Source: an optimization exercise on an open RTL-to-GDS flow (aim: small area and a short achievable clock period). Production flows keep margins and buffers that such runs may drop.
Function was checked by simulation only, so behaviour that the tests miss may differ from the original.

## P
## layer_blend
module layer_blend #(
    parameter logic [23:0] BG_RGB    = 24'h000000,
    parameter logic        SYNC_IDLE = 1'b1
) (
    input  logic        clk,
    input  logic        rst,
    input  logic [31:0] color_rgba_top,
    input  logic [31:0] color_rgba_mid,
    input  logic [31:0] color_rgba_bot,
    input  logic        bright_in,
    input  logic        hsync_in,
    input  logic        vsync_in,
    output logic [23:0] rgb_out,
    output logic        bright_out,
    output logic        hsync_out,
    output logic        vsync_out
);
Size in the first run: roughly 2,100 cells after synthesis, about 280 flip-flops, ~130 I/O pins.
clock: 8.0 ns
lec_check: 0
cap_margin: 20
core_margin: 2
core_utilization: 60
cts_buf_list: sky130_fd_sc_hd__clkbuf_8
cts_cluster_diameter: 60
cts_cluster_size: 20
setup_slack_margin: 4.1
slew_margin: 20
standard.sh (not shown) runs the stock make flow with config.mk's settings and CLKGATE_MAP_FILE= SYNTH_SCRIPT=/design/flow/synth_recipe.tcl, a recipe that flattens the netlist after the stock synthesis.
==> flow/flow/run.sh <==
#!/bin/bash
set -euo pipefail
extra=()
if [[ -f flow/make.args ]]; then
  while IFS= read -r line; do [[ -n "$line" ]] && extra+=("$line"); done < flow/make.args
fi
bash standard.sh SYNTH_CANONICALIZE_TCL="$PWD/flow/leafmap.tcl" "${extra[@]}" finish > make.log 2>&1
Other scripts of this flow, unchanged in this note and not shown: flow/flow/leafmap.tcl, flow/flow/leafmap.v, flow/flow/make.args
P reached the final stage; the timing, DRC and antenna checks on its layout passed.
Modified inputs, Q compared to P
Settings: TNS_END_PERCENT now 10, previously not set; SETUP_SLACK_MARGIN now 4.0, was 4.1.
## What came out
The final clock period utilization by the worst path of Q exceeds that of P by 1.1 points.
Between Q and P, the setup slack is lower for Q.
In the metrics for Q and P, the one carrying the higher via-per-instance ratio is P.
Q has critical path depth above what P had.
The lower proportion of cell area occupied by registers came out of P.
Delta(shortest period the worst path allows, Q - P) > 0
Overall routed net length, Q and P: lower on Q
The lower post-route standard cell area excluding fillers came out of Q.
Q has area added between synthesis and finish below what P had.
For the first-pass GRT wire length, Q came in about 0.35% lower than P did.

* * *

Another version of the RTL of layer_blend (not shown whole).
For scale: ~2000 cells after synthesis, ~130 I/O pins, about 0.021 sq mm of cells after synthesis.
// layer_blend
module layer_blend #(
    parameter logic [23:0] BG_RGB    = 24'h000000,
    parameter logic        SYNC_IDLE = 1'b1
) (
    input  logic        clk,
    input  logic        rst,
    input  logic [31:0] color_rgba_top,
    input  logic [31:0] color_rgba_mid,
    input  logic [31:0] color_rgba_bot,
    input  logic        bright_in,
    input  logic        hsync_in,
    input  logic        vsync_in,
    output logic [23:0] rgb_out,
    output logic        bright_out,
    output logic        hsync_out,
    output logic        vsync_out
);
==> flow/config.mk <==
export PLATFORM = sky130hd
export DESIGN_NAME = layer_blend
export DESIGN_NICKNAME = layer_blend
export VERILOG_FILES = /design/flow/design.v
export SDC_FILE = /design/flow/constraint.sdc
export NUM_CORES = 4
export LEC_CHECK = 0
export CAP_MARGIN = 20
export CORE_MARGIN = 2
export CORE_UTILIZATION = 60
export CTS_BUF_LIST = sky130_fd_sc_hd__clkbuf_8
export CTS_CLUSTER_DIAMETER = 60
export CTS_CLUSTER_SIZE = 20
export GPL_TIMING_DRIVEN = 1
export SETUP_SLACK_MARGIN = 4.0
export SLEW_MARGIN = 20
==> flow/constraint.sdc <==
create_clock -name core_clock -period 8.0 [get_ports {clk}]
set_input_delay 1.6000 -clock core_clock [delete_from_list [all_inputs] [get_ports {clk}]]
set_output_delay 1.6000 -clock core_clock [all_outputs]
set_load 0.01 [all_outputs]
==> flow/flow/leafmap.tcl <==
# Replace the design's leaf modules (full adders, inverted mux bits) by their cells.
techmap -map [file dirname [info script]]/leafmap.v
hierarchy -check -top $::env(DESIGN_NAME)
==> flow/flow/leafmap.v <==
// Map the design's leaf modules one-to-one onto sky130hd cells.
module lb_fa (input wire a, input wire b, input wire c, output wire s, output wire co);
    sky130_fd_sc_hd__fa_1 _TECHMAP_REPLACE_ (.A(a), .B(b), .CIN(c), .SUM(s), .COUT(co));
endmodule

module lb_ha (input wire a, input wire b, output wire s, output wire co);
    sky130_fd_sc_hd__ha_1 _TECHMAP_REPLACE_ (.A(a), .B(b), .SUM(s), .COUT(co));
endmodule

module lb_han (input wire a, input wire b, output wire s, output wire co);
    sky130_fd_sc_hd__xnor2_1 x (.A(a), .B(b), .Y(s));
    sky130_fd_sc_hd__or2_1 o (.A(a), .B(b), .X(co));
endmodule

module lb_mx (input wire sn, input wire f, input wire s, input wire b, output wire y);
    sky130_fd_sc_hd__o22ai_1 _TECHMAP_REPLACE_ (.A1(sn), .A2(f), .B1(s), .B2(b), .Y(y));
endmodule

module lb_nd (input wire a, input wire b, output wire y);
    sky130_fd_sc_hd__nand2_1 _TECHMAP_REPLACE_ (.A(a), .B(b), .Y(y));
endmodule

module lb_a21oi (input wire a1, input wire a2, input wire b1, output wire y);
    sky130_fd_sc_hd__a21oi_1 _TECHMAP_REPLACE_ (.A1(a1), .A2(a2), .B1(b1), .Y(y));
endmodule

module lb_o21ai (input wire a1, input wire a2, input wire b1, output wire y);
    sky130_fd_sc_hd__o21ai_0 _TECHMAP_REPLACE_ (.A1(a1), .A2(a2), .B1(b1), .Y(y));
endmodule

module lb_nand2 (input wire a, input wire b, output wire y);
    sky130_fd_sc_hd__nand2_1 _TECHMAP_REPLACE_ (.A(a), .B(b), .Y(y));
endmodule

module lb_nor2 (input wire a, input wire b, output wire y);
    sky130_fd_sc_hd__nor2_1 _TECHMAP_REPLACE_ (.A(a), .B(b), .Y(y));
endmodule

module lb_inv (input wire a, output wire y);
    sky130_fd_sc_hd__inv_1 _TECHMAP_REPLACE_ (.A(a), .Y(y));
endmodule

module lb_xor2 (input wire a, input wire b, output wire y);
    sky130_fd_sc_hd__xor2_1 _TECHMAP_REPLACE_ (.A(a), .B(b), .X(y));
endmodule

module lb_xnor2 (input wire a, input wire b, output wire y);
    sky130_fd_sc_hd__xnor2_1 _TECHMAP_REPLACE_ (.A(a), .B(b), .Y(y));
endmodule

module lb_maj (input wire a, input wire b, input wire c, output wire y);
    sky130_fd_sc_hd__maj3_1 _TECHMAP_REPLACE_ (.A(a), .B(b), .C(c), .X(y));
endmodule
==> flow/flow/make.args <==
BUFFER_PORTS_ARGS=-buffer_cell sky130_fd_sc_hd__buf_1
Scripts as last shown in full above: flow/flow/run.sh
==> next run, changes <==
Settings changed: GPL_TIMING_DRIVEN 1 to default.
Routed wire length is unchanged.
Area after synthesis is unchanged.
Final cell count does not change.
Sequential share of layout area does not change.
Critical path depth stays the same.
Via count stays the same.
First-iteration DRC count is unchanged.

-- afterwards: timing with drivers on the ports --
In the flow no input, the clock included, has a driving cell. The finished layouts below were timed again as built, in two steps. Step 1, drivers: a clkbuf_16 drives clk and a buf_2 each remaining input, both assumed. Step 2, shift: input delay + t, output delay - t, t = (earliest + latest rising clock arrival at the registers) / 2. This alone moves slack from input paths to output paths. Slacks: ideal / step 1 / step 2; pairs: ideal / step 1.
run | t (ns) | slack for setup (ns) | hold WS [ns] | pins driven straight from the clock port
P | 0.660 | 4.141 / 4.141 / 3.684 | 0.331 / 0.331 / 0.331 | 1
Q | 0.653 | 4.051 / 4.051 / 3.675 | 0.331 / 0.331 / 0.331 | 1
the first run of note 2 | 0.682 | 4.068 / 4.057 / 3.640 | 0.329 / 0.329 / 0.329 | 1
the second run of note 2 | 0.682 | 4.068 / 4.057 / 3.640 | 0.329 / 0.329 / 0.329 | 1
After both steps setup and hold are still met in every run listed. The setup slack of P, which loses most, moves by 0.000 ns with the drivers and by -0.457 ns with both steps.
